From an optimization exercise on the open Yosys and OpenROAD flow, aimed at a short achievable clock period and few clock cycles per item; shortcuts taken in it are not production practice. No run shown here included a check of the RTL's function; only the layout flow was run. No activity file was given, so power comes from the tool's default toggle rates.

<file path="design/flow/config.mk">
export PLATFORM = sky130hd
export DESIGN_NAME = cpu16_backend
export DESIGN_NICKNAME = cpu16_backend
export VERILOG_FILES = /design/flow/design.v
export SDC_FILE = /design/flow/constraint.sdc
export NUM_CORES = 4
export LEC_CHECK = 0
export ABC_CLOCK_PERIOD_IN_PS = 1000
export CAP_MARGIN = 20
export CORE_MARGIN = 2
export CORE_UTILIZATION = 30
export PLACE_DENSITY = 0.5
export SETUP_SLACK_MARGIN = 3.2
export SLEW_MARGIN = 20
export TNS_END_PERCENT = 100
</file>
<file path="design/flow/design.v">
package cpu16_pkg;
    localparam int WORD_W   = 16;
    localparam int NUM_REGS = 8;
    localparam int REGVAL_W = NUM_REGS * WORD_W;
    localparam int RETIRE_W = 16 + 1 + WORD_W;
    localparam int CAP      = 7;
endpackage
`timescale 1ns/100ps
`timescale 1ns/100ps
import cpu16_pkg::*;
module alu_slice
(
    input  logic [7:0] op,
    input  logic [3:0] a,
    input  logic [3:0] b,
    input  logic       cin,      
    input  logic [3:0] sh,       
    input  logic [3:0] spill,    
    input  logic [3:0] imm,      
    input  logic [3:0] ld,       
    output logic [3:0] res,
    output logic       cout
);
    logic [4:0] add5;
    logic [4:0] sub5;
    logic [3:0] shl4;
    assign add5 = {1'b0, a} + {1'b0, b} + {4'd0, cin};
    assign sub5 = {1'b0, a} + {1'b0, ~b} + {4'd0, cin};
    assign shl4 = spill | ((sh[3:2] == 2'd0) ? (a << sh[1:0]) : 4'h0);
    assign cout = op[1] ? sub5[4] : add5[4];
    assign res = ({4{op[0]}} & add5[3:0])
               | ({4{op[1]}} & sub5[3:0])
               | ({4{op[2]}} & (a & b))
               | ({4{op[3]}} & (a | b))
               | ({4{op[4]}} & (a ^ b))
               | ({4{op[5]}} & shl4)
               | ({4{op[6]}} & imm)
               | ({4{op[7]}} & ld);
endmodule
`timescale 1ns/100ps
module data_mem
(
    input  logic [7:0]  addr,
    output logic [15:0] rdata
);
    logic hit;
    assign hit   = (addr[7:4] == 4'h0);
    assign rdata = hit ? {8'h10, addr[3:0], addr[3:0]} : 16'h0000;
endmodule
`timescale 1ns/100ps
`timescale 1ns/100ps
import cpu16_pkg::*;
module cpu16_backend
(
    input  logic    clk,
    input  logic    reset,
    input  logic    in_valid,
    output logic    in_ready,
    input  logic [15:0] in_instr,
    output logic    retire_valid,
    input  logic    retire_ready,
    output logic [32:0]  retire,
    output logic [REGVAL_W-1:0] regval
);
    logic [3:0]       s_v;
    logic [3:0][15:0] s_ins;
    logic [3:0][7:0]  s_op;
    logic [3:0][3:0]  s_a;
    logic [3:0][3:0]  s_b;
    logic [3:0]       s_cin;
    logic [3:0][3:0]  s_sh;       
    logic [3:0][3:0]  s_spill;    
    logic [3:0]       alow1;      
    logic [7:0]       alow2;
    logic [3:0]       pres1;      
    logic [7:0]       pres2;
    logic [11:0]      pres3;
    logic [3:0]       ldlo1;      
    logic [2:0]       ldk1;       
    logic             hit2;       
    logic             hit3;
    logic [3:0]       wb;
    logic [3:0]       isld;
    logic [3:0][3:0]  res;
    logic [3:0]       cout;
    logic             ld_late;    
    logic [3:0]       ld_r0;      
    logic [7:0][3:0]  sr0, sr1, sr2, sr3;
    logic             r_v;        
    logic [15:0]      r_ins;
    logic [15:0]      r_res;
    logic [7:0]       r_we;       
    always_comb begin
        for (int k = 0; k < 4; k++) begin
            wb[k]   = s_v[k] && !s_ins[k][15];
            isld[k] = s_op[k][7];
        end
    end
    logic [4:0]  lo4;
    logic        imm4;
    logic        hit1;
    logic [15:0] ldw;
    assign lo4  = {1'b0, s_a[0]} + {1'b0, s_ins[0][3:0]};
    assign imm4 = s_ins[0][4];
    assign hit1 = (s_a[1] == 4'h0 && ldk1[0])
               || (s_a[1] == 4'hf && ldk1[1])
               || (s_a[1] == 4'he && ldk1[2]);
    data_mem u_mem (
        .addr  ({hit1 ? 4'h0 : 4'hf, ldlo1}),
        .rdata (ldw)
    );
    alu_slice u_s0 (
        .op (s_op[0]), .a (s_a[0]), .b (s_b[0]), .cin (s_cin[0]),
        .sh (s_b[0]), .spill (4'h0), .imm (s_ins[0][3:0]), .ld (ld_r0),
        .res (res[0]), .cout (cout[0])
    );
    alu_slice u_s1 (
        .op (s_op[1]), .a (s_a[1]), .b (s_b[1]), .cin (s_cin[1]),
        .sh (s_sh[1]), .spill (s_spill[1]), .imm (s_ins[1][7:4]), .ld (ldw[7:4]),
        .res (res[1]), .cout (cout[1])
    );
    alu_slice u_s2 (
        .op (s_op[2]), .a (s_a[2]), .b (s_b[2]), .cin (s_cin[2]),
        .sh (s_sh[2]), .spill (s_spill[2]), .imm (4'h0), .ld (4'h0),
        .res (res[2]), .cout (cout[2])
    );
    alu_slice u_s3 (
        .op (s_op[3]), .a (s_a[3]), .b (s_b[3]), .cin (s_cin[3]),
        .sh (s_sh[3]), .spill (s_spill[3]), .imm (4'h0), .ld ({3'b000, hit3}),
        .res (res[3]), .cout (cout[3])
    );
    logic        rdy;
    logic        accept;
    logic        stall;
    logic        w_v;
    logic [15:0] w_instr;
    logic        x_v;
    logic [15:0] x;
    logic [3:0]  xop;
    logic [7:0]  x1h;
    logic        m1a, m1b, m2a, m2b;
    logic [3:0]  iop;
    logic        iuse1;
    logic        iuse2;
    assign in_ready = rdy;
    assign accept   = in_valid && rdy;
    assign iop   = in_instr[15:12];
    assign iuse1 = iop <= 4'd5 || iop == 4'd7;
    assign iuse2 = iop <= 4'd5;
    assign stall = accept && wb[0] && isld[0] && ld_late
                && ((iuse1 && in_instr[7:5] == s_ins[0][10:8])
                 || (iuse2 && in_instr[4:2] == s_ins[0][10:8]));
    assign x_v  = w_v || (accept && !stall);
    assign x    = w_v ? w_instr : in_instr;
    assign xop  = x[15:12];
    always_comb begin
        x1h = '0;
        if (!xop[3])
            x1h[xop[2:0]] = 1'b1;
    end
    logic [3:0] v0_s1;
    assign v0_s1 = isld[1] ? ldw[3:0] : pres1;
    logic [3:0] ia, ib, wa, wb0;
    logic       m2wa, m2wb;
    assign m1a  = wb[0] && s_ins[0][10:8] == in_instr[7:5];
    assign m1b  = wb[0] && s_ins[0][10:8] == in_instr[4:2];
    assign m2a  = wb[1] && s_ins[1][10:8] == in_instr[7:5];
    assign m2b  = wb[1] && s_ins[1][10:8] == in_instr[4:2];
    assign m2wa = wb[1] && s_ins[1][10:8] == w_instr[7:5];
    assign m2wb = wb[1] && s_ins[1][10:8] == w_instr[4:2];
    assign ia  = m1a ? res[0] : m2a ? v0_s1 : sr0[in_instr[7:5]];
    assign ib  = m1b ? res[0] : m2b ? v0_s1 : sr0[in_instr[4:2]];
    assign wa  = m2wa ? v0_s1 : sr0[w_instr[7:5]];
    assign wb0 = m2wb ? v0_s1 : sr0[w_instr[4:2]];
    always_ff @(posedge clk) begin
        s_ins[0] <= x;
        s_op[0]  <= x1h;
        s_cin[0] <= xop == 4'd1;
        s_a[0]   <= w_v ? wa : ia;
        s_b[0]   <= w_v ? wb0 : ib;
        w_instr  <= in_instr;
    end
    logic [3:0] wb_n;
    logic [3:0][2:0] rd_n;
    logic [3:0][3:0] v_n;
    logic [3:1] mka, mkb, nka, nkb;
    assign wb_n = {r_v && !r_ins[15], wb[3:1]};
    assign rd_n = {r_ins[10:8], s_ins[3][10:8], s_ins[2][10:8], s_ins[1][10:8]};
    assign v_n  = {r_res[15:12], pres3[11:8], pres2[7:4], v0_s1};
    always_comb begin
        for (int k = 1; k < 4; k++) begin
            mka[k] = wb[k] && s_ins[k][10:8] == s_ins[k-1][7:5];
            mkb[k] = wb[k] && s_ins[k][10:8] == s_ins[k-1][4:2];
            nka[k] = wb_n[k] && rd_n[k] == s_ins[k-1][7:5];
            nkb[k] = wb_n[k] && rd_n[k] == s_ins[k-1][4:2];
        end
    end
    logic [3:0] a1_old;
    logic       hit0;
    assign ld_late = mka[1];
    assign a1_old  = nka[1] ? v_n[1] : sr1[s_ins[0][7:5]];
    assign hit0    = (a1_old == 4'h0 && !imm4 && !lo4[4])
                  || (a1_old == 4'hf && (imm4 ^ lo4[4]))
                  || (a1_old == 4'he && imm4 && lo4[4]);
    assign ld_r0   = hit0 ? lo4[3:0] : 4'h0;
    logic [15:0] spill_1;
    logic [15:0] spill_2;
    logic [15:0] spill_3;
    assign spill_1 = {12'h000, s_a[0]} << s_b[0];
    assign spill_2 = {8'h00, s_a[1], alow1} << s_sh[1];
    assign spill_3 = {4'h0, s_a[2], alow2} << s_sh[2];
    always_ff @(posedge clk) begin
        for (int k = 1; k < 4; k++) begin
            s_ins[k] <= s_ins[k-1];
            s_op[k]  <= s_op[k-1];
            s_cin[k] <= cout[k-1];
        end
        s_a[1] <= mka[1] ? res[1] : a1_old;
        s_b[1] <= mkb[1] ? res[1] : nkb[1] ? v_n[1] : sr1[s_ins[0][4:2]];
        s_a[2] <= mka[2] ? res[2] : nka[2] ? v_n[2] : sr2[s_ins[1][7:5]];
        s_b[2] <= mkb[2] ? res[2] : nkb[2] ? v_n[2] : sr2[s_ins[1][4:2]];
        s_a[3] <= mka[3] ? res[3] : nka[3] ? v_n[3] : sr3[s_ins[2][7:5]];
        s_b[3] <= mkb[3] ? res[3] : nkb[3] ? v_n[3] : sr3[s_ins[2][4:2]];
        s_sh[1] <= s_b[0];
        s_sh[2] <= s_sh[1];
        s_sh[3] <= s_sh[2];
        s_spill[1] <= spill_1[7:4];
        s_spill[2] <= spill_2[11:8];
        s_spill[3] <= spill_3[15:12];
        alow1 <= s_a[0];
        alow2 <= {s_a[1], alow1};
        pres1 <= res[0];
        pres2 <= {res[1], v0_s1};
        pres3 <= {res[2], pres2};
        ldlo1 <= lo4[3:0];
        ldk1  <= {imm4 && lo4[4], imm4 ^ lo4[4], !imm4 && !lo4[4]};
        hit2  <= ldw[12];
        hit3  <= hit2;
    end
    always_ff @(posedge clk) begin
        for (int i = 0; i < NUM_REGS; i++) begin
            if (reset) begin
                sr0[i] <= '0;
                sr1[i] <= '0;
                sr2[i] <= '0;
                sr3[i] <= '0;
            end else begin
                if (wb_n[0] && rd_n[0] == 3'(i))
                    sr0[i] <= v_n[0];
                if (wb_n[1] && rd_n[1] == 3'(i))
                    sr1[i] <= v_n[1];
                if (wb_n[2] && rd_n[2] == 3'(i))
                    sr2[i] <= v_n[2];
                if (wb_n[3] && rd_n[3] == 3'(i))
                    sr3[i] <= v_n[3];
            end
        end
    end
    always_ff @(posedge clk) begin
        r_ins <= s_ins[3];
        r_res <= {res[3], pres3};
        for (int i = 0; i < NUM_REGS; i++)
            r_we[i] <= !reset && wb[3] && s_ins[3][10:8] == 3'(i);
    end
    logic [CAP-1:0][15:0] q_instr;
    logic [CAP-1:0]       q_wr;
    logic [CAP-1:0][15:0] q_res;
    logic [CAP-1:0][7:0]  q_we;
    logic [CAP-1:0]       qv_r;
    logic [CAP:0]         qv;
    logic                 pop;
    logic                 push;
    logic                 keep0;
    logic [15:0]          h_instr;
    logic                 h_wr;
    logic [15:0]          h_res;
    logic                 h_v;
    logic [NUM_REGS-1:0][15:0] vr;
    logic [NUM_REGS-1:0]  vr_we;
    assign qv    = {1'b0, qv_r};
    assign pop   = qv[0] && retire_ready;
    assign push  = r_v;
    assign keep0 = qv[0] && !retire_ready;
    assign h_v     = qv[1] || push;
    assign h_instr = qv[1] ? q_instr[1] : r_ins;
    assign h_wr    = qv[1] ? q_wr[1]    : !r_ins[15];
    assign h_res   = qv[1] ? q_res[1]   : r_res;
    always_ff @(posedge clk) begin
        for (int k = 1; k < CAP; k++) begin
            if (!(qv[k] && !pop)) begin
                if (k + 1 < CAP && qv[k+1]) begin
                    q_instr[k] <= q_instr[k+1];
                    q_wr[k]    <= q_wr[k+1];
                    q_res[k]   <= q_res[k+1];
                    q_we[k]    <= q_we[k+1];
                end else begin
                    q_instr[k] <= r_ins;
                    q_wr[k]    <= !r_ins[15];
                    q_res[k]   <= r_res;
                    q_we[k]    <= r_we;
                end
            end
        end
    end
    always_ff @(posedge clk) begin
        if (reset) begin
            q_instr[0] <= '0;
            q_wr[0]    <= 1'b0;
            q_res[0]   <= '0;
        end else if (!keep0) begin
            q_instr[0] <= h_instr;
            q_wr[0]    <= h_wr;
            q_res[0]   <= h_res;
        end
    end
    assign vr_we = {NUM_REGS{!keep0}} & (qv[1] ? q_we[1] : r_we);
    always_ff @(posedge clk) begin
        for (int i = 0; i < NUM_REGS; i++) begin
            if (reset)
                vr[i] <= '0;
            else if (vr_we[i])
                vr[i] <= h_res;
        end
    end
    logic [CAP-1:0] fl;
    logic [CAP:0]   fl_up;
    logic [CAP:0]   fl_dn;
    logic           room;
    assign fl_up = {fl, 1'b1};
    assign fl_dn = {1'b0, 1'b0, fl[CAP-1:1]};
    assign room  = (accept && !pop) ? !fl[CAP-2] : (pop && !accept) ? 1'b1 : !fl[CAP-1];
    always_ff @(posedge clk) begin
        if (reset) begin
            s_v  <= '0;
            w_v  <= 1'b0;
            r_v  <= 1'b0;
            qv_r <= '0;
            fl   <= '0;
            rdy  <= 1'b1;
        end else begin
            s_v  <= {s_v[2:0], x_v};
            w_v  <= stall;
            r_v  <= s_v[3];
            for (int k = 0; k < CAP; k++) begin
                if (pop)
                    qv_r[k] <= qv[k+1] || (push && qv[k]);
                else
                    qv_r[k] <= qv[k] || (push && (k == 0 || qv[k-1]));
            end
            if (accept && !pop)
                fl <= fl_up[CAP-1:0];
            else if (pop && !accept)
                fl <= fl_dn[CAP-1:0];
            rdy  <= room && !stall;
        end
    end
    assign retire_valid = qv[0];
    assign retire       = {q_instr[0], q_wr[0], q_res[0]};
    always_comb begin
        for (int i = 0; i < NUM_REGS; i++)
            regval[i*WORD_W +: WORD_W] = vr[i];
    end
endmodule
</file>
<file path="design/flow/constraint.sdc">
create_clock -name core_clock -period 5.0 [get_ports {clk}]
set_input_delay 1.0000 -clock core_clock [delete_from_list [all_inputs] [get_ports {clk}]]
set_output_delay 1.0000 -clock core_clock [all_outputs]
set_load 0.01 [all_outputs]
</file>
<file path="design/flow/flow/run.sh">
#!/bin/bash
# The standard layout, except that synthesis leaves adders to ABC instead of
# mapping them onto the library's half- and full-adder cells.
set -euo pipefail
bash standard.sh ADDER_MAP_FILE= finish > flow.log 2>&1
</file>
<file path="design/flow/standard.sh">
#!/bin/bash
# synth_recipe.tcl (not shown) runs the flow's synth.tcl, then flattens the netlist and writes it again
# the make line also repeats each setting of config.mk as NAME=value (left out here)
make -C /OpenROAD-flow-scripts/flow DESIGN_CONFIG=/design/flow/config.mk WORK_HOME=/design/flow/orfs CLKGATE_MAP_FILE= SYNTH_SCRIPT=/design/flow/synth_recipe.tcl "${@:-finish}"
</file>
==> results of run 1 <==
==> power by group <==
part	total, mW	internal [mW]	switching [mW]	leakage [nW]
combinational	0.542	0.274	0.268	6.85
sequential	7.14	6.94	0.198	7.55
clock	7.09	4.28	2.81	1.59
==> metrics by stage <==
step,instances,power (mW),cell area (um^2),hold slack [ns]
2_1_floorplan,2824,7.56,33700,0.310
3_3_place_gp,4291,7.75,36500,0.311
3_5_place_dp,4292,7.75,36500,0.312
4_1_cts,4551,15.0,41500,0.309
5_1_grt,4643,15.3,42700,0.313
6_report,4643,14.8,42700,0.304
==> metal layers <==
layer / routed length, um / GRT usage, % / up-vias / part of all wire [%]
met5: 0 / 0 / - / 0
met4: 2070 / 4.24 / 0 / 2.3
met3: 3700 / 2.61 / 135 / 4.2
met2: 42900 / 25.9 / 433 / 48
met1: 39900 / 19.5 / 11000 / 45
li1: - / - / 10800 / -
==> cell families after synthesis <==
kind of cell / Yosys count / synth area share (%)
flops: 811 / 56.1
mux: 499 / 19.0
buf+inv: 283 / 3.82
fa+ha+maj: 17 / 0.514
simple gates: 649 / 8.48
xor+xnor: 100 / 2.63
compound gates: 465 / 9.40
==> timing repair <==
action	CTS	global route
pin swaps	50	61
cloned	12	0
endpoints found under the setup margin	869	471
setup buffers	78	92
gates resized for setup	1218	109
==> layout make-up <==
class | instances | area share [%]
flip-flops and latches | 811 | 44.6
multi-input cells | 1742 | 33.9
repair buffers | 382 | 9.03
clock buffers | 128 | 6.16
well taps | 1488 | 4.36
clock inverters | 41 | 1.44
inverters | 51 | 0.457
==> sequential cells by signal, summed over array words and instances (netlist names), 30 cells and up <==
signal and count:
vr 128, sr3 32, q_we 48, s_ins 64, s_op 30, sr2 32
q_instr 112, q_res 112, sr1 32, sr0 32
==> Yosys cell counts (5+ instances only) <==
| library cell | number | share of area, % |
|---|---|---|
| sky130_fd_sc_hd__nor4_1 | 5 | 0.094 |
| sky130_fd_sc_hd__nand3_1 | 25 | 0.38 |
| sky130_fd_sc_hd__mux2i_1 | 185 | 5.6 |
| sky130_fd_sc_hd__xnor2_1 | 81 | 2.1 |
| sky130_fd_sc_hd__o22ai_1 | 21 | 0.39 |
| sky130_fd_sc_hd__buf_4 | 34 | 0.77 |
| sky130_fd_sc_hd__dfxtp_1 | 565 | 34 |
| sky130_fd_sc_hd__o21ai_1 | 5 | 0.075 |
| sky130_fd_sc_hd__inv_1 | 51 | 0.57 |
| sky130_fd_sc_hd__and3_1 | 9 | 0.17 |
| sky130_fd_sc_hd__edfxtp_1 | 246 | 22 |
| sky130_fd_sc_hd__o22a_1 | 6 | 0.16 |
| sky130_fd_sc_hd__xor2_1 | 19 | 0.50 |
| sky130_fd_sc_hd__a221oi_1 | 6 | 0.16 |
| sky130_fd_sc_hd__maj3_1 | 16 | 0.48 |
| sky130_fd_sc_hd__nand2_1 | 128 | 1.4 |
| sky130_fd_sc_hd__nand3b_1 | 10 | 0.23 |
| sky130_fd_sc_hd__o211ai_1 | 20 | 0.45 |
| sky130_fd_sc_hd__nor2b_1 | 26 | 0.49 |
| sky130_fd_sc_hd__o31ai_1 | 5 | 0.11 |
| sky130_fd_sc_hd__a211oi_1 | 202 | 4.6 |
| sky130_fd_sc_hd__nor2_1 | 379 | 4.3 |
| sky130_fd_sc_hd__clkbuf_1 | 165 | 1.9 |
| sky130_fd_sc_hd__nand2b_1 | 9 | 0.17 |
| sky130_fd_sc_hd__mux4_2 | 77 | 5.2 |
| sky130_fd_sc_hd__mux4_1 | 6 | 0.47 |
| sky130_fd_sc_hd__nor3b_1 | 7 | 0.16 |
| sky130_fd_sc_hd__buf_1 | 15 | 0.17 |
| sky130_fd_sc_hd__a31oi_1 | 19 | 0.36 |
| sky130_fd_sc_hd__a22oi_1 | 11 | 0.25 |
| sky130_fd_sc_hd__mux2_2 | 231 | 7.8 |
| sky130_fd_sc_hd__nor3_1 | 12 | 0.18 |
| sky130_fd_sc_hd__a21oi_1 | 75 | 1.1 |
| sky130_fd_sc_hd__nand4_1 | 17 | 0.32 |
| sky130_fd_sc_hd__o21ai_0 | 68 | 1.0 |
| sky130_fd_sc_hd__buf_2 | 10 | 0.15 |
==> worst paths after layout <==
path / from / end / slack [ns]
worst max register to register: s_ins[5] / s_b[1] / 2.68
worst min register to register: hit2 / hit3 / 0.30
worst max-delay path: s_ins[5] / s_b[1] / 2.68
worst min-delay path: hit2 / hit3 / 0.30
==> run notes, run 1 <==
fmax about 430 MHz; vias per inst about 4.8; CTS buffer count around 90; most frequent cell on the critical path sky130_fd_sc_hd__buf_6; proportion of layout cells with a drive suffix above 1 approximately two fifths; area taken by multi-input logic gates ~0.014 mm^2; endpoints failing hold 0; Req. time, crit path ~5.6 ns; area of the core ~0.11 mm^2; total setup violations reported at the end of the flow 0; net count after synthesis approximately 2800; wire length reported by the detailed router ~90000 um; Total Die Area about 0.11 mm^2; post-route core utilization around 39%; Worst path depth 9; setup skew after layout around 0.035 ns; cell breakdown of the critical path buf_6, mux4_2, a311o_2, a21oi_2, nor2_2, nor3_4, buf_6, o21ai_2, a31oi_1; Synth-to-Final Area Change 28.2%; initial DRC count roughly 1100; setup slack at placement 1.58 ns; clock network latency to the later pin of the worst-skew pair 0.68 ns; Min-Delay Path Depth 0; number of pins with negative max-slew slack in the final report 0; smallest setup slack after layout between 2 and 3 ns; static leakage 16.0 nW; fraction of the yosys area taken by sequential cells a little under three fifths; number of cell instances on the worst register-to-register path 9; unrepaired setup endpoints after global routing yes; number of buffers and inverters on the critical path 2; ratio of final minimum period to clock period 46.3%; remaining design rule violation count 0; Pre-antenna DRT Iters 5; htree depth 3; Register Area between 0.015 and 0.02 mm^2; first-pass GRT wire length between 100000 and 150000 um; kind of cell adding the most delay to the critical path compound AO/OA/AOI/OAI gates; Yosys cell types between 70 and 80; arrival time at the worst endpoint 2.89 ns; number of antenna violations at the first check in global routing 0; fraction of registers with async set/reset 0%; initial core utilization between 30 and 40%; largest net degree at the start of global routing 141; number of buffers on the longest clock path 3; site row count approximately 120; Worst Hold Class flop to flop; GRT overflow 0; gp weighted congestion roughly 0.80; Max transition margin a little under two fifths; CTS tree done; Ant. Diodes 0; most frequent standard cell in the layout excluding fill and tap cells sky130_fd_sc_hd__nor2_1; overall routing resource usage roughly 15%; remaining antenna violation count after routing 0; average detailed-routed wire length per instance approximately 19 um; setup_tns 0 ns; worst-case vdd ir drop 0.000265 V; number of standard cells after synthesis about 2800; time the final worst path needs with I/O delays and setup between 2 and 2.5 ns; Setup CP Type flop to flop; synthesized area per cell between 10 and 15 um^2; hold-fix buffer count after cts 0; count of flip-flops with a built-in enable after synthesis roughly 250; primary flip-flop cell chosen by synthesis mapping sky130_fd_sc_hd__dfxtp_1; delay of the slowest critical-path stage approximately 0.5 ns; startpoint types flop; CP Capture Type flop; critical path's slowest cell sky130_fd_sc_hd__mux4_2; flip-flop and latch count after synthesis 811; Fill cells between 10000 and 15000; max-cap viol count 0; TritonCTS sink count between 800 and 900; sum of net half-perimeters after detailed placement approximately 56000 um; result of the run complete, no violations; x dimension of the die around 340 um; top library cells by usage in the layout, fill and taps aside sky130_fd_sc_hd__nor2_1, sky130_fd_sc_hd__dfxtp_1, sky130_fd_sc_hd__edfxtp_1; number of ports placed on the die boundary ~180; height of the die between 300 and 400 um; library cell used as clock root buffer sky130_fd_sc_hd__clkbuf_16; total vias in the final route about 22000; Max FO, Critical Path 8; Mapped Area around 0.033 mm^2; buffers added on ports approximately 180; number of warning messages in the yosys log 6; power density of the placed cells roughly 350 mW/mm^2; via count of the first global-routing pass 21900; Tightest Pin Transition 0.949 ns; Layout Nets 3099; clock edge transition at the registers on the reported setup and hold paths about 0.060 ns
==> run 2, diff against run 1 <==
--- a/design/flow/design.v
+++ b/design/flow/design.v
@@ -5,3 +5,3 @@
     localparam int RETIRE_W = 16 + 1 + WORD_W;
-    localparam int CAP      = 7;
+    localparam int CAP      = 6;
 endpackage
@@ -91,3 +91,4 @@
     logic [15:0]      r_res;
-    logic [7:0]       r_we;       
+    logic [7:0]       s3_we;      
+    logic [15:0]      s3_res;
     always_comb begin
@@ -262,3 +263,3 @@
         for (int i = 0; i < NUM_REGS; i++)
-            r_we[i] <= !reset && wb[3] && s_ins[3][10:8] == 3'(i);
+            s3_we[i] <= !reset && wb[2] && s_ins[2][10:8] == 3'(i);
     end
@@ -281,8 +282,9 @@
     assign pop   = qv[0] && retire_ready;
-    assign push  = r_v;
+    assign push  = s_v[3];
+    assign s3_res = {res[3], pres3};
     assign keep0 = qv[0] && !retire_ready;
     assign h_v     = qv[1] || push;
-    assign h_instr = qv[1] ? q_instr[1] : r_ins;
-    assign h_wr    = qv[1] ? q_wr[1]    : !r_ins[15];
-    assign h_res   = qv[1] ? q_res[1]   : r_res;
+    assign h_instr = qv[1] ? q_instr[1] : s_ins[3];
+    assign h_wr    = qv[1] ? q_wr[1]    : !s_ins[3][15];
+    assign h_res   = qv[1] ? q_res[1]   : s3_res;
     always_ff @(posedge clk) begin
@@ -296,6 +298,6 @@
                 end else begin
-                    q_instr[k] <= r_ins;
-                    q_wr[k]    <= !r_ins[15];
-                    q_res[k]   <= r_res;
-                    q_we[k]    <= r_we;
+                    q_instr[k] <= s_ins[3];
+                    q_wr[k]    <= !s_ins[3][15];
+                    q_res[k]   <= s3_res;
+                    q_we[k]    <= s3_we;
                 end
@@ -315,3 +317,3 @@
     end
-    assign vr_we = {NUM_REGS{!keep0}} & (qv[1] ? q_we[1] : r_we);
+    assign vr_we = {NUM_REGS{!keep0}} & (qv[1] ? q_we[1] : s3_we);
     always_ff @(posedge clk) begin
==> run notes, run 2 <==
result of the run complete, no violations (unchanged); number of warning messages in the yosys log 6 (unchanged); CP Capture Type flop (unchanged); height of the die 326 um (was 337 um); gp weighted congestion 0.826 (was 0.796); startpoint types flop (unchanged); CTS tree done (unchanged); htree depth 3 (unchanged); x dimension of the die 326 um (was 337 um); number of buffers on the longest clock path 3 (unchanged); CTS buffer count 85 (was 91); Power Total 13.5 mW (was 14.8 mW); number of pins with negative max-slew slack in the final report 0 (unchanged); Layout Nets 2994 (was 3099); most common cell in the netlist sky130_fd_sc_hd__dfxtp_1 (unchanged); number of ports placed on the die boundary 183 (unchanged); number of standard cells after synthesis 2722 (was 2824); max-cap viol count 0 (unchanged); Max FO, Critical Path 6 (was 8); setup skew after layout 0.0457 ns (was 0.0349 ns); Worst Hold Class flop to flop (unchanged); ratio of final minimum period to clock period 52.9% (was 46.3%); fmax 378 MHz (was 432 MHz); flip-flop and latch count after synthesis 744 (was 811); area post-placement 0.0344 mm^2 (was 0.0365 mm^2); buffers added on ports 182 (unchanged); most frequent standard cell in the layout excluding fill and tap cells sky130_fd_sc_hd__nor2_1 (unchanged); area of the core 0.103 mm^2 (was 0.110 mm^2); top post-synthesis cells by area sky130_fd_sc_hd__dfxtp_1, sky130_fd_sc_hd__edfxtp_1, sky130_fd_sc_hd__mux2_2 (unchanged); worst reg2reg setup slack 2.36 ns (was 2.68 ns); post-synthesis adder-cell area fraction 0.494% (was 0.514%); hold-fix buffer count after cts 0 (unchanged); wire length reported by the detailed router 87400 um (was 88500 um); overall routing resource usage 16.0% (was 15.1%); vias per inst 4.97 (was 4.80); unrepaired setup endpoints after global routing yes (unchanged); total vias in the final route 22000 (was 22300); Pre-antenna DRT Iters 6 (was 5); time the final worst path needs with I/O delays and setup 2.64 ns (was 2.32 ns); static leakage 15.3 nW (was 16.0 nW); share of synthesized cell area in and, or, nand and nor gates 9.07% (was 8.48%); clock network latency to the later pin of the worst-skew pair 0.65 ns (was 0.68 ns); Setup CP Type flop to flop (unchanged); number of antenna violations at the first check in global routing 3 (was 0); fraction of registers with async set/reset 0% (unchanged); endpoints failing hold 0 (unchanged); Yosys cell types 71 (unchanged); initial core utilization 30.2% (about the same); main combinational cell family by area after synthesis multiplexers (unchanged); remaining antenna violation count after routing 0 (unchanged); final design area excluding fillers 0.0403 mm^2 (was 0.0427 mm^2); library cell used as clock root buffer sky130_fd_sc_hd__clkbuf_16 (unchanged); worst-case vdd ir drop 0.000245 V (was 0.000265 V); remaining design rule violation count 0 (unchanged); first-pass GRT wire length 134000 um (about the same); share of cell area taken by muxes after synthesis 20.4% (was 19.0%); GRT overflow 0 (unchanged); delay of the slowest critical-path stage 0.52 ns (was 0.50 ns); fraction of the yosys area taken by sequential cells 54.4% (was 56.1%); synthesized area per cell 11.4 um^2 (was 11.8 um^2); TritonCTS sink count 744 (was 811); proportion of layout cells with a drive suffix above 1 39.4% (was 39.2%); arrival time at the worst endpoint 3.24 ns (was 2.89 ns); total setup violations reported at the end of the flow 0 (unchanged); registers with the most flip-flops vr x128, q_instr x96, q_res x96 (was vr x128, q_instr x112, q_res x112); critical path's slowest cell sky130_fd_sc_hd__mux4_2 (unchanged); Total Die Area 0.106 mm^2 (was 0.114 mm^2); primary flip-flop cell chosen by synthesis mapping sky130_fd_sc_hd__dfxtp_1 (unchanged); Max transition margin 47.7% (was 36.7%); Req. time, crit path 5.60 ns (was 5.57 ns); synthesized-area fraction occupied by ao, oa, aoi and oai cells 9.09% (was 9.40%); Mapped Area 0.0312 mm^2 (was 0.0333 mm^2); setup_tns 0 ns (unchanged); top library cells by usage in the layout, fill and taps aside sky130_fd_sc_hd__nor2_1, sky130_fd_sc_hd__dfxtp_1, sky130_fd_sc_hd__mux2i_1 (was sky130_fd_sc_hd__nor2_1, sky130_fd_sc_hd__dfxtp_1, sky130_fd_sc_hd__edfxtp_1); initial DRC count 1467 (was 1143); register containing the most flip-flops in the final layout vr (unchanged); dominant cell type by area after synthesis sky130_fd_sc_hd__dfxtp_1 (unchanged); count of flip-flops with a built-in enable after synthesis 205 (was 246); proportion of netlist area held by the largest area contributor 34.6% (was 33.9%); net count after synthesis 2742 (was 2844); sum of net half-perimeters after detailed placement 54800 um (was 55800 um); Synth-to-Final Area Change 29.5% (was 28.2%); site row count 118 (was 122); power density of the placed cells 333 mW/mm^2 (was 346 mW/mm^2); cell breakdown of the critical path mux4_2, mux2_4, mux2_4, buf_6, nor4bb_4, o21a_1, a21o_1, a21o_1 (was buf_6, mux4_2, a311o_2, a21oi_2, nor2_2, nor3_4, buf_6, o21ai_2, a31oi_1); Commonest cells post-synth sky130_fd_sc_hd__dfxtp_1, sky130_fd_sc_hd__nor2_1, sky130_fd_sc_hd__mux2i_1 (was sky130_fd_sc_hd__dfxtp_1, sky130_fd_sc_hd__nor2_1, sky130_fd_sc_hd__edfxtp_1); clock edge transition at the registers on the reported setup and hold paths 0.06 ns (about the same); share of the synthesized netlist area taken by xor and xnor gates 2.90% (was 2.63%); max reg flops 128 (unchanged); average detailed-routed wire length per instance 19.8 um (was 19.1 um); largest net degree at the start of global routing 141 (unchanged); Tightest Pin Transition 0.784 ns (was 0.949 ns); via count of the first global-routing pass 22000 (was 21900)
[run 2: changes by cell type in the layout (fill, tap and decap cells not counted), moves of 15 or more]
cell and delta:
sky130_fd_sc_hd__dfxtp_1 -15, sky130_fd_sc_hd__a21oi_1 +21, sky130_fd_sc_hd__a211oi_1 -60, sky130_fd_sc_hd__mux2i_1 +32, sky130_fd_sc_hd__edfxtp_1 -41, sky130_fd_sc_hd__a211oi_2 +23, sky130_fd_sc_hd__mux2_2 -32
[run 2: per-layer routing]
metal | vias up | routed length [um] | GRT usage [%]
met4 | 4 | 2190 | 5.07
met2 | 570 | 41500 | 26.3
met1 | 10900 | 39400 | 21.1
met5 | - | 23 | 0
met3 | 162 | 4340 | 3.10
li1 | 10300 | - | -
[run 2: power by group]
group / switching (mW) / total, mW / internal (mW)
Clock: 2.55 / 6.41 / 3.87
Combinational: 0.272 / 0.535 / 0.263
Sequential: 0.180 / 6.51 / 6.32
[run 2: worst paths after layout]
kind / from / to / cells after the start
setup / recovery: s_ins[6] / s_a[3] / 8
hold / removal: s_ins[43] / s_ins[59] / 0
setup reg to reg: s_ins[6] / s_a[3] / 8
hold reg to reg: s_ins[43] / s_ins[59] / 0
[run 2: kinds of logic (layout without fill, tap and decap cells)]
logic type / count (synthesis) / count (layout)
other: 0 / 2
DFF: 744 / 744
buffers and inverters: 265 / 568
and+or+nand+nor: 655 / 666
muxes: 511 / 515
xor gates and xnor gates: 103 / 103
AOI/OAI and AO/OA: 429 / 429
adders and majority gates: 15 / 15
[run 2: cell type report]
cell class                 instances  area (um^2)
timing repair buffer             371         3760
tap                             1380         1730
fill                            9851        62900
clock buffer                     114         2440
multi-input combinational       1728        14500
clock inverter                    39          497
antenna                            2         5.00
inverter                          44          165
sequential                       744        17300
[run 2: worst max-delay path: cells and delay by family (launching register included)]
kind,cells,cell delay (ns)
muxes,3,1.15
AOI/OAI and AO/OA,3,0.57
DFF,1,0.42
and+or+nand+nor,1,0.32
buffers and inverters,1,0.13
[run 2: metrics by stage]
stage                     hold slack (ns)  utilization (%)  worst slack (ns)  std cells
after floorplan                     0.310                -              2.52       2722
after global placement              0.316             33.3              1.57       4088
after detailed placement            0.312             33.3              1.56       4088
after CTS                           0.326             38.2              2.32       4356
after global routing                0.330             39.1              2.28       4420
final                               0.326             39.1              2.36       4422
[run 2: repair_timing]
item | CTS | global route
resized for setup | 1262 | 80
pin swaps | 62 | 39
endpoints found under the setup margin | 803 | 457
buffers inserted | 101 | 63
cloned | 14 | 1
==> run 3, diff against run 2 <==
--- a/design/flow/design.v
+++ b/design/flow/design.v
@@ -86,2 +86,3 @@
     logic             ld_late;    
+    logic [3:0]       a1p;        
     logic [3:0]       ld_r0;      
@@ -171,2 +172,9 @@
     assign m2wb = wb[1] && s_ins[1][10:8] == w_instr[4:2];
+    logic [3:0] a1i, a1w;
+    assign a1i = (wb[1] && s_ins[1][10:8] == in_instr[7:5]) ? res[1]
+               : (wb[2] && s_ins[2][10:8] == in_instr[7:5]) ? pres2[7:4]
+               : sr1[in_instr[7:5]];
+    assign a1w = (wb[1] && s_ins[1][10:8] == w_instr[7:5]) ? res[1]
+               : (wb[2] && s_ins[2][10:8] == w_instr[7:5]) ? pres2[7:4]
+               : sr1[w_instr[7:5]];
     assign ia  = m1a ? res[0] : m2a ? v0_s1 : sr0[in_instr[7:5]];
@@ -181,2 +189,4 @@
         s_b[0]   <= w_v ? wb0 : ib;
+        a1p      <= w_v ? a1w : a1i;
+        ld_late  <= !w_v && m1a;
         w_instr  <= in_instr;
@@ -198,9 +208,6 @@
     end
-    logic [3:0] a1_old;
     logic       hit0;
-    assign ld_late = mka[1];
-    assign a1_old  = nka[1] ? v_n[1] : sr1[s_ins[0][7:5]];
-    assign hit0    = (a1_old == 4'h0 && !imm4 && !lo4[4])
-                  || (a1_old == 4'hf && (imm4 ^ lo4[4]))
-                  || (a1_old == 4'he && imm4 && lo4[4]);
+    assign hit0    = (a1p == 4'h0 && !imm4 && !lo4[4])
+                  || (a1p == 4'hf && (imm4 ^ lo4[4]))
+                  || (a1p == 4'he && imm4 && lo4[4]);
     assign ld_r0   = hit0 ? lo4[3:0] : 4'h0;
@@ -218,3 +225,3 @@
         end
-        s_a[1] <= mka[1] ? res[1] : a1_old;
+        s_a[1] <= mka[1] ? res[1] : nka[1] ? v_n[1] : sr1[s_ins[0][7:5]];
         s_b[1] <= mkb[1] ? res[1] : nkb[1] ? v_n[1] : sr1[s_ins[0][4:2]];
==> design/flow/flow/run.sh (replaced) <==
#!/bin/bash
# The standard layout, except that synthesis leaves adders to ABC instead of
# mapping them onto the library's half- and full-adder cells, and the slow
# majority cell is kept out of the netlist.
set -euo pipefail
PLAT=$(sed -n '/^export DONT_USE_CELLS +=/,/[^\\]$/p' "$FLOW_HOME/platforms/sky130hd/config.mk" | sed -e 's/export DONT_USE_CELLS +=//' -e 's/\\//g' | tr -s ' \n' ' ')
SLOW="sky130_fd_sc_hd__maj3_*"
echo "DONT_USE_CELLS=$PLAT $SLOW" > dont_use.txt
bash standard.sh ADDER_MAP_FILE= "DONT_USE_CELLS=$PLAT $SLOW" finish > flow.log 2>&1
==> run notes, run 3 <==
startpoint types flop (unchanged); wire length reported by the detailed router 97900 um (was 87400 um); setup_tns 0 ns (unchanged); cell breakdown of the critical path buf_6, and2_4, o41a_1, a21bo_2, a211oi_4, nor2b_4, buf_6, mux2i_1 (was mux4_2, mux2_4, mux2_4, buf_6, nor4bb_4, o21a_1, a21o_1, a21o_1); number of buffers on the longest clock path 3 (unchanged); most frequent cell on the critical path sky130_fd_sc_hd__buf_6; fmax 445 MHz (was 378 MHz); routing layer with the top usage in global route met2 (unchanged); gp weighted congestion 0.798 (was 0.826); switching power of the nets 3.18 mW (was 3.00 mW); smallest setup slack after layout 2.75 ns (was 2.36 ns); site row count 121 (was 118); Max FO, Critical Path 4 (was 6); Synth-to-Final Area Change 33.4% (was 29.5%); register containing the most flip-flops in the final layout vr (unchanged); number of antenna violations at the first check in global routing 3 (unchanged); number of pins with negative max-slew slack in the final report 0 (unchanged); setup skew after layout 0.0467 ns (was 0.0457 ns); area of the core 0.109 mm^2 (was 0.103 mm^2); dominant cell type by area after synthesis sky130_fd_sc_hd__dfxtp_1 (unchanged); Req. time, crit path 5.40 ns (was 5.60 ns); TritonCTS sink count 749 (was 744); worst reg2reg endpoint q_res[79] (was s_a[3]); result of the run complete, no violations (unchanged); buffers added on ports 182 (unchanged); number of warning messages in the yosys log 6 (unchanged); htree depth 3 (unchanged); CTS tree done (unchanged); max-cap viol count 0 (unchanged); CTS buffer count 86 (was 85); delay of the slowest critical-path stage 0.36 ns (was 0.52 ns); Commonest cells post-synth sky130_fd_sc_hd__dfxtp_1, sky130_fd_sc_hd__nor2_1, sky130_fd_sc_hd__edfxtp_1 (was sky130_fd_sc_hd__dfxtp_1, sky130_fd_sc_hd__nor2_1, sky130_fd_sc_hd__mux2i_1); fraction of power consumed by sequential logic 47.6% (was 48.4%); endpoints failing hold 0 (unchanged); proportion of netlist area held by the largest area contributor 33.3% (was 34.6%); Mapped Area 0.0327 mm^2 (was 0.0312 mm^2); GRT overflow 0 (unchanged); time the final worst path needs with I/O delays and setup 2.25 ns (was 2.64 ns); number of cell instances on the worst register-to-register path 8 (unchanged); Setup CP Type flop to flop (unchanged); Max transition margin 48.8% (was 47.7%); library cell used as clock root buffer sky130_fd_sc_hd__clkbuf_16 (unchanged); Int Power 10.6 mW (was 10.5 mW); average detailed-routed wire length per instance 20.8 um (was 19.8 um); unrepaired setup endpoints after global routing yes (unchanged); flip-flop and latch count after synthesis 749 (was 744); global routing usage on met2 29.5% (was 26.3%); registers with the most flip-flops vr x128, q_instr x96, q_res x96 (unchanged); vias per inst 5.08 (was 4.97); met3 Use GR 2.74% (was 3.10%); fraction of registers with async set/reset 0% (unchanged); combinational group share of total power 4.7% (was 4.0%); worst reg2reg setup slack 2.75 ns (was 2.36 ns); total setup violations reported at the end of the flow 0 (unchanged); Layout Nets 3238 (was 2994); number of ports placed on the die boundary 183 (unchanged); CP Capture Type flop (unchanged); ratio of final minimum period to clock period 45.0% (was 52.9%); x dimension of the die 334 um (was 326 um); overall routing resource usage 17.1% (was 16.0%); GR Layer Usage met1 22.1% (was 21.1%); most frequent standard cell in the layout excluding fill and tap cells sky130_fd_sc_hd__nor2_1 (unchanged); setup slack at placement 1.27 ns (was 1.56 ns); count of flip-flops with a built-in enable after synthesis 205 (unchanged); Yosys cell types 91 (was 71); initial DRC count 1144 (was 1467); sum of net half-perimeters after detailed placement 61100 um (was 54800 um); Pre-antenna DRT Iters 6 (unchanged); power density of the placed cells 315 mW/mm^2 (was 333 mW/mm^2); total vias in the final route 23900 (was 22000); min-delay src s_ins[29] (was s_ins[43]); Tightest Pin Transition 0.766 ns (was 0.784 ns); static leakage 16.3 nW (was 15.3 nW); Endpoint, Worst Hold s_ins[45] (was s_ins[59]); fraction of the yosys area taken by sequential cells 52.1% (was 54.4%); top library cells by usage in the layout, fill and taps aside sky130_fd_sc_hd__nor2_1, sky130_fd_sc_hd__dfxtp_1, sky130_fd_sc_hd__buf_6 (was sky130_fd_sc_hd__nor2_1, sky130_fd_sc_hd__dfxtp_1, sky130_fd_sc_hd__mux2i_1); number of standard cells after synthesis 2900 (was 2722); clock network latency to the later pin of the worst-skew pair 0.69 ns (was 0.65 ns); worst-case vdd ir drop 0.000227 V (was 0.000245 V); arrival time at the worst endpoint 2.65 ns (was 3.24 ns); height of the die 334 um (was 326 um); most common cell in the netlist sky130_fd_sc_hd__dfxtp_1 (unchanged); Min-Delay Path Depth 0 (unchanged); primary flip-flop cell chosen by synthesis mapping sky130_fd_sc_hd__dfxtp_1 (unchanged); max reg flops 128 (unchanged); switching power as a share of total power 23.1% (was 22.3%); net count after synthesis 2920 (was 2742); top post-synthesis cells by area sky130_fd_sc_hd__dfxtp_1, sky130_fd_sc_hd__edfxtp_1, sky130_fd_sc_hd__mux4_2 (was sky130_fd_sc_hd__dfxtp_1, sky130_fd_sc_hd__edfxtp_1, sky130_fd_sc_hd__mux2_2); largest net degree at the start of global routing 106 (was 141); via count of the first global-routing pass 23600 (was 22000); synthesized area per cell 11.3 um^2 (was 11.4 um^2); Total Die Area 0.112 mm^2 (was 0.106 mm^2); critical path's slowest cell sky130_fd_sc_hd__dfxtp_4 (was sky130_fd_sc_hd__mux4_2); initial core utilization 30.1% (was 30.2%); Worst Hold Class flop to flop (unchanged); remaining antenna violation count after routing 0 (unchanged); RR Startpoint s_a[12] (was s_ins[6]); first-pass GRT wire length 148000 um (was 134000 um); proportion of layout cells with a drive suffix above 1 44.5% (was 39.4%); clock edge transition at the registers on the reported setup and hold paths 0.06 ns (about the same); remaining design rule violation count 0 (unchanged); hold-fix buffer count after cts 0 (unchanged); clock power share 47.7% (about the same)
==> run 3: changes by cell type in the layout (fill, tap and decap cells not counted), moves of 20 or more <==
cell | previous run | this run
sky130_fd_sc_hd__dfxtp_1 | 321 | 301
sky130_fd_sc_hd__buf_4 | 148 | 207
sky130_fd_sc_hd__o211ai_1 | 14 | 38
sky130_fd_sc_hd__dfxtp_4 | 28 | 51
sky130_fd_sc_hd__nand2_1 | 111 | 146
sky130_fd_sc_hd__nor2_1 | 364 | 304
sky130_fd_sc_hd__a211oi_2 | 33 | 74
sky130_fd_sc_hd__buf_6 | 187 | 211
sky130_fd_sc_hd__a211oi_1 | 132 | 100
sky130_fd_sc_hd__mux2i_1 | 206 | 177
sky130_fd_sc_hd__a21oi_1 | 86 | 66
sky130_fd_sc_hd__mux4_2 | 78 | 101
==> run 3: metal layers <==
metal,wire [um],vias to the layer above,part of all wire (%)
li1,-,11300,-
met1,43600,11900,45
met2,48100,537,49
met3,4110,145,4.2
met4,2060,0,2.1
met5,0,-,0
==> run 3: critical path, delay by kind of cell (launching register included) <==
family | cells | cell delay [ns]
compound gates | 3 | 0.86
buf+inv | 2 | 0.28
flops | 1 | 0.36
mux | 1 | 0.07
simple gates | 2 | 0.41
==> run 3: logic make-up (layout without fill, tap and decap cells) <==
family	Yosys count	in the layout	synth area share (%)
XOR/XNOR	99	99	2.70
other	0	1	0
AND/OR/NAND/NOR	742	754	10.3
multiplexers	489	489	19.6
flip-flops	749	749	52.1
AO/OA/AOI/OAI	524	524	11.3
buffers and inverters	297	676	3.98
==> run 3: cell type report <==
type	instances	area (um^2)
Sequential cell	749	17500
Antenna cell	1	2.50
Fill cell	10400	64900
Timing Repair inverter	1	7.51
Clock buffer	130	2570
Inverter	50	195
Clock inverter	31	418
Timing Repair Buffer	464	4680
Tap cell	1414	1770
Multi-Input combinational cell	1866	16500
==> run 3: stage by stage <==
stage	cell area [um^2]	util [%]	total power, mW	hold WS (ns)	std cells
after global routing	43600	40.2	14.2	0.325	4705
after floorplan	34000	-	6.99	0.310	2900
after CTS	42200	38.9	13.9	0.323	4609
after global placement	36200	33.3	7.18	0.312	4276
final	43600	40.2	13.8	0.323	4706
after detailed placement	36200	33.3	7.19	0.313	4276
==> run 3: worst max path at each step <==
stage                 from            to  slack (ns)  cells after the start
6_report           s_a[12]     q_res[79]        2.75                      8
5_1_grt            s_a[12]     q_res[79]        2.66                      8
4_1_cts            qv_r[0]  retire_valid        2.79                      1
3_5_place_dp   in_instr[5]        a1p[0]        1.27                      8
3_3_place_gp   in_instr[5]        s_a[1]        1.31                      7
2_1_floorplan  in_instr[5]        s_a[1]        2.62                      6
==> run 3: power by group through the flow <==
| stage | Combinational, mW | Sequential [mW] | Clock [mW] |
|---|---|---|---|
| after floorplan | 0.430 | 6.56 | 0 |
| final | 0.651 | 6.55 | 6.56 |
| after global placement | 0.485 | 6.70 | 0 |
| after global routing | 0.694 | 6.57 | 6.97 |
| after detailed placement | 0.489 | 6.70 | 0 |
| after CTS | 0.599 | 6.55 | 6.74 |
==> run 3: repair_timing <==
action	in CTS	in global routing
resized for setup	1370	185
endpoints found under the setup margin	814	394
buffers inserted	159	93
pin swaps	65	80
gates cloned	13	3
==> run 4, diff against run 3 <==
--- a/design/flow/design.v
+++ b/design/flow/design.v
@@ -5,3 +5,3 @@
     localparam int RETIRE_W = 16 + 1 + WORD_W;
-    localparam int CAP      = 6;
+    localparam int CAP      = 7;
 endpackage
@@ -92,4 +92,3 @@
     logic [15:0]      r_res;
-    logic [7:0]       s3_we;      
-    logic [15:0]      s3_res;
+    logic [7:0]       r_we;       
     always_comb begin
@@ -115,3 +114,3 @@
         .op (s_op[0]), .a (s_a[0]), .b (s_b[0]), .cin (s_cin[0]),
-        .sh (s_b[0]), .spill (4'h0), .imm (s_ins[0][3:0]), .ld (ld_r0),
+        .sh (s_b[0]), .spill (4'h0), .imm (s_ins[0][3:0]), .ld (4'h0),
         .res (res[0]), .cout (cout[0])
@@ -179,4 +178,6 @@
                : sr1[w_instr[7:5]];
-    assign ia  = m1a ? res[0] : m2a ? v0_s1 : sr0[in_instr[7:5]];
-    assign ib  = m1b ? res[0] : m2b ? v0_s1 : sr0[in_instr[4:2]];
+    logic [3:0] f0;
+    assign f0  = isld[0] ? ld_r0 : res[0];
+    assign ia  = m1a ? f0 : m2a ? v0_s1 : sr0[in_instr[7:5]];
+    assign ib  = m1b ? f0 : m2b ? v0_s1 : sr0[in_instr[4:2]];
     assign wa  = m2wa ? v0_s1 : sr0[w_instr[7:5]];
@@ -270,3 +271,3 @@
         for (int i = 0; i < NUM_REGS; i++)
-            s3_we[i] <= !reset && wb[2] && s_ins[2][10:8] == 3'(i);
+            r_we[i] <= !reset && wb[3] && s_ins[3][10:8] == 3'(i);
     end
@@ -289,9 +290,8 @@
     assign pop   = qv[0] && retire_ready;
-    assign push  = s_v[3];
-    assign s3_res = {res[3], pres3};
+    assign push  = r_v;
     assign keep0 = qv[0] && !retire_ready;
     assign h_v     = qv[1] || push;
-    assign h_instr = qv[1] ? q_instr[1] : s_ins[3];
-    assign h_wr    = qv[1] ? q_wr[1]    : !s_ins[3][15];
-    assign h_res   = qv[1] ? q_res[1]   : s3_res;
+    assign h_instr = qv[1] ? q_instr[1] : r_ins;
+    assign h_wr    = qv[1] ? q_wr[1]    : !r_ins[15];
+    assign h_res   = qv[1] ? q_res[1]   : r_res;
     always_ff @(posedge clk) begin
@@ -305,6 +305,6 @@
                 end else begin
-                    q_instr[k] <= s_ins[3];
-                    q_wr[k]    <= !s_ins[3][15];
-                    q_res[k]   <= s3_res;
-                    q_we[k]    <= s3_we;
+                    q_instr[k] <= r_ins;
+                    q_wr[k]    <= !r_ins[15];
+                    q_res[k]   <= r_res;
+                    q_we[k]    <= r_we;
                 end
@@ -324,3 +324,3 @@
     end
-    assign vr_we = {NUM_REGS{!keep0}} & (qv[1] ? q_we[1] : s3_we);
+    assign vr_we = {NUM_REGS{!keep0}} & (qv[1] ? q_we[1] : r_we);
     always_ff @(posedge clk) begin
==> run notes, run 4 <==
max reg flops 128 (unchanged); remaining design rule violation count 0 (unchanged); Max transition margin 36.9% (was 48.8%); CTS buffer count 89 (was 86); Setup CP Type flop to flop (unchanged); htree depth 3 (unchanged); proportion of layout cells with a drive suffix above 1 41.1% (was 44.5%); Commonest cells post-synth sky130_fd_sc_hd__dfxtp_1, sky130_fd_sc_hd__nor2_1, sky130_fd_sc_hd__edfxtp_1 (unchanged); total vias in the final route 23400 (was 23900); Mapped Area 0.0342 mm^2 (was 0.0327 mm^2); proportion of netlist area held by the largest area contributor 33.3% (about the same); fraction of the yosys area taken by sequential cells 54.9% (was 52.1%); CTS tree done (unchanged); Pre-antenna DRT Iters 6 (unchanged); setup skew after layout 0.0225 ns (was 0.0467 ns); registers with the most flip-flops vr x128, q_instr x112, q_res x112 (was vr x128, q_instr x96, q_res x96); endpoints failing hold 0 (unchanged); critical path's slowest cell sky130_fd_sc_hd__or4_4 (was sky130_fd_sc_hd__dfxtp_4); most common cell in the netlist sky130_fd_sc_hd__dfxtp_1 (unchanged); dominant cell type by area after synthesis sky130_fd_sc_hd__dfxtp_1 (unchanged); initial core utilization 30.3% (was 30.1%); initial DRC count 1336 (was 1144); max-cap viol count 0 (unchanged); most frequent standard cell in the layout excluding fill and tap cells sky130_fd_sc_hd__nor2_1 (unchanged); clock network latency to the later pin of the worst-skew pair 0.65 ns (was 0.69 ns); overall routing resource usage 15.2% (was 17.1%); fmax 436 MHz (was 445 MHz); startpoint types flop (unchanged); time the final worst path needs with I/O delays and setup 2.29 ns (was 2.25 ns); arrival time at the worst endpoint 2.83 ns (was 2.65 ns); library cell used as clock root buffer sky130_fd_sc_hd__clkbuf_16 (unchanged); kind of cell adding the most delay to the critical path simple AND/OR/NAND/NOR gates (was compound AO/OA/AOI/OAI gates); number of antenna violations at the first check in global routing 2 (was 3); area of the core 0.113 mm^2 (was 0.109 mm^2); gp weighted congestion 0.825 (was 0.798); static leakage 16.8 nW (was 16.3 nW); Max FO, Critical Path 4 (unchanged); synthesized area per cell 11.7 um^2 (was 11.3 um^2); power density of the placed cells 327 mW/mm^2 (was 315 mW/mm^2); register containing the most flip-flops in the final layout vr (unchanged); Fill cells 10800 (was 10400); x dimension of the die 342 um (was 334 um); setup_tns 0 ns (unchanged); average detailed-routed wire length per instance 19.2 um (was 20.8 um); Synth-to-Final Area Change 29.3% (was 33.4%); cell breakdown of the critical path mux2_4, mux2i_4, nor3_2, o21a_1, or4_4, o32a_1, or2_1 (was buf_6, and2_4, o41a_1, a21bo_2, a211oi_4, nor2b_4, buf_6, mux2i_1); top library cells by usage in the layout, fill and taps aside sky130_fd_sc_hd__nor2_1, sky130_fd_sc_hd__dfxtp_1, sky130_fd_sc_hd__edfxtp_1 (was sky130_fd_sc_hd__nor2_1, sky130_fd_sc_hd__dfxtp_1, sky130_fd_sc_hd__buf_6); routing layer with the top usage in global route met2 (unchanged); Layout Nets 3228 (was 3238); met3 Use GR 2.55% (was 2.74%); vias per inst 4.90 (was 5.08); Total Die Area 0.117 mm^2 (was 0.112 mm^2); Yosys cell types 78 (was 91); flip-flop and latch count after synthesis 816 (was 749); primary flip-flop cell chosen by synthesis mapping sky130_fd_sc_hd__dfxtp_1 (unchanged); clock edge transition at the registers on the reported setup and hold paths 0.06 ns (about the same); site row count 123 (was 121); wire length reported by the detailed router 91700 um (was 97900 um); worst hold slack after final layout 0.325 ns (was 0.323 ns); result of the run complete, no violations (unchanged); top post-synthesis cells by area sky130_fd_sc_hd__dfxtp_1, sky130_fd_sc_hd__edfxtp_1, sky130_fd_sc_hd__mux2_2 (was sky130_fd_sc_hd__dfxtp_1, sky130_fd_sc_hd__edfxtp_1, sky130_fd_sc_hd__mux4_2); number of warning messages in the yosys log 6 (unchanged); largest net degree at the start of global routing 113 (was 106); number of buffers on the longest clock path 3 (unchanged); Worst Hold Class flop to flop (unchanged); total setup violations reported at the end of the flow 0 (unchanged); sum of net half-perimeters after detailed placement 59100 um (was 61100 um); Req. time, crit path 5.54 ns (was 5.40 ns); fraction of registers with async set/reset 0% (unchanged); delay of the slowest critical-path stage 0.54 ns (was 0.36 ns); global routing usage on met2 25.7% (was 29.5%); height of the die 342 um (was 334 um); GRT overflow 0 (unchanged); number of buffers and inverters on the critical path 0 (was 2); unrepaired setup endpoints after global routing yes (unchanged); remaining antenna violation count after routing 0 (unchanged); GR Layer Usage met1 20.2% (was 22.1%); first-pass GRT wire length 141000 um (was 148000 um); TritonCTS sink count 816 (was 749); ratio of final minimum period to clock period 45.9% (was 45.0%); worst-case vdd ir drop 0.000270 V (was 0.000227 V); buffers added on ports 182 (unchanged); number of standard cells after synthesis 2926 (was 2900); count of flip-flops with a built-in enable after synthesis 246 (was 205); via count of the first global-routing pass 22700 (was 23600); hold-fix buffer count after cts 0 (unchanged); net count after synthesis 2946 (was 2920); number of pins with negative max-slew slack in the final report 0 (unchanged); Tightest Pin Transition 0.928 ns (was 0.766 ns); CP Capture Type flop (unchanged); number of ports placed on the die boundary 183 (unchanged)
## run 4: changes by cell type after synthesis, moves of 13 or more
cell and delta:
sky130_fd_sc_hd__dfxtp_1 +26, sky130_fd_sc_hd__and2_1 -13, sky130_fd_sc_hd__mux2_2 +34, sky130_fd_sc_hd__edfxtp_1 +41, sky130_fd_sc_hd__buf_2 -22, sky130_fd_sc_hd__clkbuf_1 +15, sky130_fd_sc_hd__nand2_1 -34, sky130_fd_sc_hd__nand3_1 -16
sky130_fd_sc_hd__a211oi_1 +28, sky130_fd_sc_hd__nor2_1 +49, sky130_fd_sc_hd__o21ai_1 +18, sky130_fd_sc_hd__o21ai_0 -22
## run 4: final timing paths
check               to  cells past startpoint  slack [ns]  startpoint
max             a1p[3]                      7        2.71     s_sh[4]
min          s_ins[49]                      0        0.33   s_ins[33]
max reg2reg     a1p[3]                      7        2.71     s_sh[4]
min reg2reg  s_ins[49]                      0        0.33   s_ins[33]
## run 4: repair_timing
| action | in CTS | in global routing |
|---|---|---|
| resized for setup | 1331 | 136 |
| pin swaps | 53 | 46 |
| buffers inserted | 122 | 91 |
| endpoints found under the setup margin | 765 | 455 |
| cloned | 9 | 2 |
## run 4: routing by layer
metal / routed length, um / share of wire, %
met4: 1950 / 2.1
met5: 0 / 0
met2: 44500 / 48
met1: 41000 / 45
met3: 4280 / 4.7
## run 4: final cells by class
type / count / area [um^2] / share of cell area (%)
sequential: 816 / 19200 / 43.4
multi-input combinational: 1829 / 15600 / 35.2
timing repair buffer: 430 / 4370 / 9.87
clock buffer: 129 / 2660 / 6.00
tap: 1500 / 1880 / 4.24
clock inverter: 39 / 424 / 0.958
inverter: 42 / 164 / 0.370
antenna: 1 / 2.50 / 0.00565
## run 4: per-stage QoR
step,cells,util [%],setup slack (ns),area (um^2),power [mW]
2_1_floorplan,2926,-,2.53,34500,7.57
6_report,4786,39.2,2.71,44300,14.5
3_3_place_gp,4392,33.1,1.35,37300,7.76
3_5_place_dp,4393,33.1,1.32,37400,7.76
4_1_cts,4692,38.1,2.69,43000,14.6
5_1_grt,4785,39.2,2.67,44300,15.0
## run 4: kinds of logic after synthesis
logic type	Yosys count	synth area share, %
flops	816	54.9
simple gates	691	8.71
mux	525	19.9
compound gates	501	10.2
buf+inv	289	3.60
xor+xnor	104	2.66
## run 4: report_power, final
group	switching [mW]	leakage [nW]	internal [mW]
logic	0.270	7.65	0.299
registers	0.200	7.59	6.96
clock network	2.82	1.52	3.95
total	3.29	16.8	11.2
==> run 5, diff against run 4 <==
--- a/design/flow/design.v
+++ b/design/flow/design.v
@@ -114,3 +114,3 @@
         .op (s_op[0]), .a (s_a[0]), .b (s_b[0]), .cin (s_cin[0]),
-        .sh (s_b[0]), .spill (4'h0), .imm (s_ins[0][3:0]), .ld (4'h0),
+        .sh (s_b[0]), .spill (4'h0), .imm (s_ins[0][3:0]), .ld (ld_r0),
         .res (res[0]), .cout (cout[0])
@@ -172,12 +172,11 @@
     logic [3:0] a1i, a1w;
-    assign a1i = (wb[1] && s_ins[1][10:8] == in_instr[7:5]) ? res[1]
-               : (wb[2] && s_ins[2][10:8] == in_instr[7:5]) ? pres2[7:4]
+    logic       l1i, l1w;
+    assign a1i = (wb[2] && s_ins[2][10:8] == in_instr[7:5]) ? pres2[7:4]
                : sr1[in_instr[7:5]];
-    assign a1w = (wb[1] && s_ins[1][10:8] == w_instr[7:5]) ? res[1]
-               : (wb[2] && s_ins[2][10:8] == w_instr[7:5]) ? pres2[7:4]
+    assign a1w = (wb[2] && s_ins[2][10:8] == w_instr[7:5]) ? pres2[7:4]
                : sr1[w_instr[7:5]];
-    logic [3:0] f0;
-    assign f0  = isld[0] ? ld_r0 : res[0];
-    assign ia  = m1a ? f0 : m2a ? v0_s1 : sr0[in_instr[7:5]];
-    assign ib  = m1b ? f0 : m2b ? v0_s1 : sr0[in_instr[4:2]];
+    assign l1i = m1a || (wb[1] && s_ins[1][10:8] == in_instr[7:5]);
+    assign l1w = wb[1] && s_ins[1][10:8] == w_instr[7:5];
+    assign ia  = m1a ? res[0] : m2a ? v0_s1 : sr0[in_instr[7:5]];
+    assign ib  = m1b ? res[0] : m2b ? v0_s1 : sr0[in_instr[4:2]];
     assign wa  = m2wa ? v0_s1 : sr0[w_instr[7:5]];
@@ -191,3 +190,3 @@
         a1p      <= w_v ? a1w : a1i;
-        ld_late  <= !w_v && m1a;
+        ld_late  <= w_v ? l1w : l1i;
         w_instr  <= in_instr;
==> run notes, run 5 <==
result of the run complete, no violations (unchanged); CP Capture Type output port (was flop); Worst Hold Class flop to flop (unchanged); power density of the placed cells 331 mW/mm^2 (was 327 mW/mm^2); clock power share 46.9% (was 46.7%); Mapped Area 0.0343 mm^2 (was 0.0342 mm^2); fmax 466 MHz (was 436 MHz); GRT overflow 0 (unchanged); worst-case vdd ir drop 0.000233 V (was 0.000270 V); gp weighted congestion 0.808 (was 0.825); wire length reported by the detailed router 90800 um (was 91700 um); ratio of final minimum period to clock period 42.9% (was 45.9%); placed insts 4416 (was 4393); Yosys cell types 69 (was 78); register containing the most flip-flops in the final layout vr (unchanged); via count of the first global-routing pass 22700 (about the same); unrepaired setup endpoints after global routing yes (unchanged); kind of cell adding the most delay to the critical path flip-flops (was simple AND/OR/NAND/NOR gates); Tightest Pin Transition 0.989 ns (was 0.928 ns); Int Power 11.3 mW (was 11.2 mW); Pre-antenna DRT Iters 5 (was 6); area post-placement 0.0375 mm^2 (was 0.0374 mm^2); Endpoint, Worst Hold r_ins[6] (was s_ins[49]); number of standard cells after synthesis 2915 (was 2926); number of buffers on the longest clock path 3 (unchanged); number of cell instances on the worst register-to-register path 8 (was 7); library cell used as clock root buffer sky130_fd_sc_hd__clkbuf_16 (unchanged); largest net degree at the start of global routing 115 (was 113); routing layer with the top usage in global route met2 (unchanged); Synth-to-Final Area Change 29.2% (was 29.3%); first-pass GRT wire length 139000 um (was 141000 um); synthesized area per cell 11.8 um^2 (was 11.7 um^2); TritonCTS sink count 816 (unchanged); most frequent standard cell in the layout excluding fill and tap cells sky130_fd_sc_hd__nor2_1 (unchanged); first element of the critical path rdy (was s_sh[4]); arrival time at the worst endpoint 1.15 ns (was 2.83 ns); smallest setup slack after layout 2.85 ns (was 2.71 ns); startpoint types flop (unchanged); worst reg2reg endpoint s_b[1] (was a1p[3]); x dimension of the die 342 um (about the same); primary flip-flop cell chosen by synthesis mapping sky130_fd_sc_hd__dfxtp_1 (unchanged); initial core utilization 30.1% (was 30.3%); most common cell in the netlist sky130_fd_sc_hd__dfxtp_1 (unchanged); registers with the most flip-flops vr x128, q_instr x112, q_res x112 (unchanged); clock edge transition at the registers on the reported setup and hold paths 0.06 ns (about the same); buffers added on ports 182 (unchanged); remaining antenna violation count after routing 0 (unchanged); min-delay src s_ins[54] (was s_ins[33]); CTS buffer count 90 (was 89); sum of net half-perimeters after detailed placement 58400 um (was 59100 um); global routing usage on met2 24.3% (was 25.7%); proportion of netlist area held by the largest area contributor 33.3% (about the same); setup skew after layout 0.0396 ns (was 0.0225 ns); number of warning messages in the yosys log 6 (unchanged); setup_tns 0 ns (unchanged); number of pins with negative max-slew slack in the final report 0 (unchanged); total vias in the final route 23300 (was 23400); remaining design rule violation count 0 (unchanged); top post-synthesis cells by area sky130_fd_sc_hd__dfxtp_1, sky130_fd_sc_hd__edfxtp_1, sky130_fd_sc_hd__mux2_2 (unchanged); Max FO, Critical Path 2 (was 4); setup slack at placement 1.48 ns (was 1.32 ns); number of buffers and inverters on the critical path 1 (was 0); average detailed-routed wire length per instance 19.0 um (was 19.2 um); overall routing resource usage 15.0% (was 15.2%); critical path's slowest cell sky130_fd_sc_hd__dfxtp_4 (was sky130_fd_sc_hd__or4_4); fraction of registers with async set/reset 0% (unchanged); Post-Layout Cell Count 4791 (was 4786); clock network latency to the later pin of the worst-skew pair 0.67 ns (was 0.65 ns); flip-flop and latch count after synthesis 816 (unchanged); Setup CP Type flop to output port (was flop to flop); Worst path depth 1 (was 7); Fill cells 10900 (was 10800); fraction of power consumed by sequential logic 48.9% (was 49.4%); initial DRC count 1470 (was 1336); Total Die Area 0.117 mm^2 (about the same); number of ports placed on the die boundary 183 (unchanged); number of antenna violations at the first check in global routing 0 (was 2); Min-Delay Path Depth 0 (unchanged); top library cells by usage in the layout, fill and taps aside sky130_fd_sc_hd__nor2_1, sky130_fd_sc_hd__dfxtp_1, sky130_fd_sc_hd__edfxtp_1 (unchanged); Layout Nets 3220 (was 3228); CTS tree done (unchanged); dominant cell type by area after synthesis sky130_fd_sc_hd__dfxtp_1 (unchanged); vias per inst 4.86 (was 4.90); RR Startpoint s_a[6] (was s_sh[4]); Max transition margin 32.8% (was 36.9%); count of flip-flops with a built-in enable after synthesis 246 (unchanged); Req. time, crit path 4.00 ns (was 5.54 ns); switching power of the nets 3.35 mW (was 3.29 mW); max-cap viol count 0 (unchanged); time the final worst path needs with I/O delays and setup 2.15 ns (was 2.29 ns); height of the die 342 um (about the same); post-route core utilization 38.9% (was 39.2%); worst reg2reg setup slack 2.90 ns (was 2.71 ns); area of the core 0.114 mm^2 (was 0.113 mm^2); fraction of the yosys area taken by sequential cells 54.8% (was 54.9%); max reg flops 128 (unchanged); delay of the slowest critical-path stage 0.36 ns (was 0.54 ns); worst hold slack after final layout 0.322 ns (was 0.325 ns); total setup violations reported at the end of the flow 0 (unchanged); met3 Use GR 2.83% (was 2.55%); proportion of layout cells with a drive suffix above 1 40.9% (was 41.1%); switching power as a share of total power 22.9% (was 22.7%)
## run 5: cell count changes in the layout (fill, tap and decap cells not counted), moves of 8 or more
cell	before	now
sky130_fd_sc_hd__buf_12	15	26
sky130_fd_sc_hd__xnor2_1	78	69
sky130_fd_sc_hd__dfxtp_1	324	333
sky130_fd_sc_hd__nand2_1	126	116
sky130_fd_sc_hd__mux2_2	222	230
sky130_fd_sc_hd__nand2b_1	11	22
sky130_fd_sc_hd__o21ai_0	43	55
sky130_fd_sc_hd__buf_4	192	180
sky130_fd_sc_hd__a21oi_1	59	47
sky130_fd_sc_hd__inv_1	38	29
## run 5: final cells by class
type | instances | area (um^2) | share of cell area [%]
diodes | 1 | 2.50 | 0.00565
clock inverters | 46 | 510 | 1.15
flip-flops and latches | 816 | 19200 | 43.3
multi-input cells | 1832 | 15600 | 35.3
clock buffers | 124 | 2590 | 5.84
inverters | 35 | 140 | 0.316
repair buffers | 425 | 4390 | 9.90
well taps | 1512 | 1890 | 4.27
## run 5: worst max path at each step
stage	to	slack (ns)
after CTS	in_ready	2.79
after global placement	s_b[1]	1.53
final	in_ready	2.85
after global routing	in_ready	2.81
after detailed placement	s_a[2]	1.48
after floorplan	s_b[1]	2.54
## run 5: cell families after synthesis
| logic type | after synthesis | share of synthesized area, % |
|---|---|---|
| buf+inv | 274 | 3.53 |
| compound gates | 476 | 9.62 |
| xor+xnor | 99 | 2.55 |
| flops | 816 | 54.8 |
| mux | 538 | 20.2 |
| simple gates | 712 | 9.29 |
## run 5: metal layers
layer	wire (um)	vias up
li1	-	11300
met3	4770	143
met2	42600	585
met1	41200	11300
met5	0	-
met4	2190	0
## run 5: power by group through the flow
| stage | logic [mW] | registers, mW | clock network (mW) |
|---|---|---|---|
| after global routing | 0.670 | 7.19 | 7.34 |
| final | 0.623 | 7.17 | 6.88 |
| after floorplan | 0.415 | 7.18 | 0 |
| after global placement | 0.475 | 7.32 | 0 |
| after CTS | 0.580 | 7.18 | 7.08 |
| after detailed placement | 0.477 | 7.33 | 0 |
## run 5: what timing repair did
item | CTS | global route
endpoints found under the setup margin | 787 | 504
cloned | 8 | 3
hold buffers | 0 | 0
resized for setup | 1366 | 97
pin swaps | 63 | 50
buffers inserted | 103 | 90

Re-timed with assumed drivers on the ports (clkbuf_16 on the clock, buf_2 on other inputs), run 5 has 2.790 ns of setup slack against 2.853 ns with ideal ports, and 2.351 ns once port delays also move by the mid clock arrival of 0.713 ns.
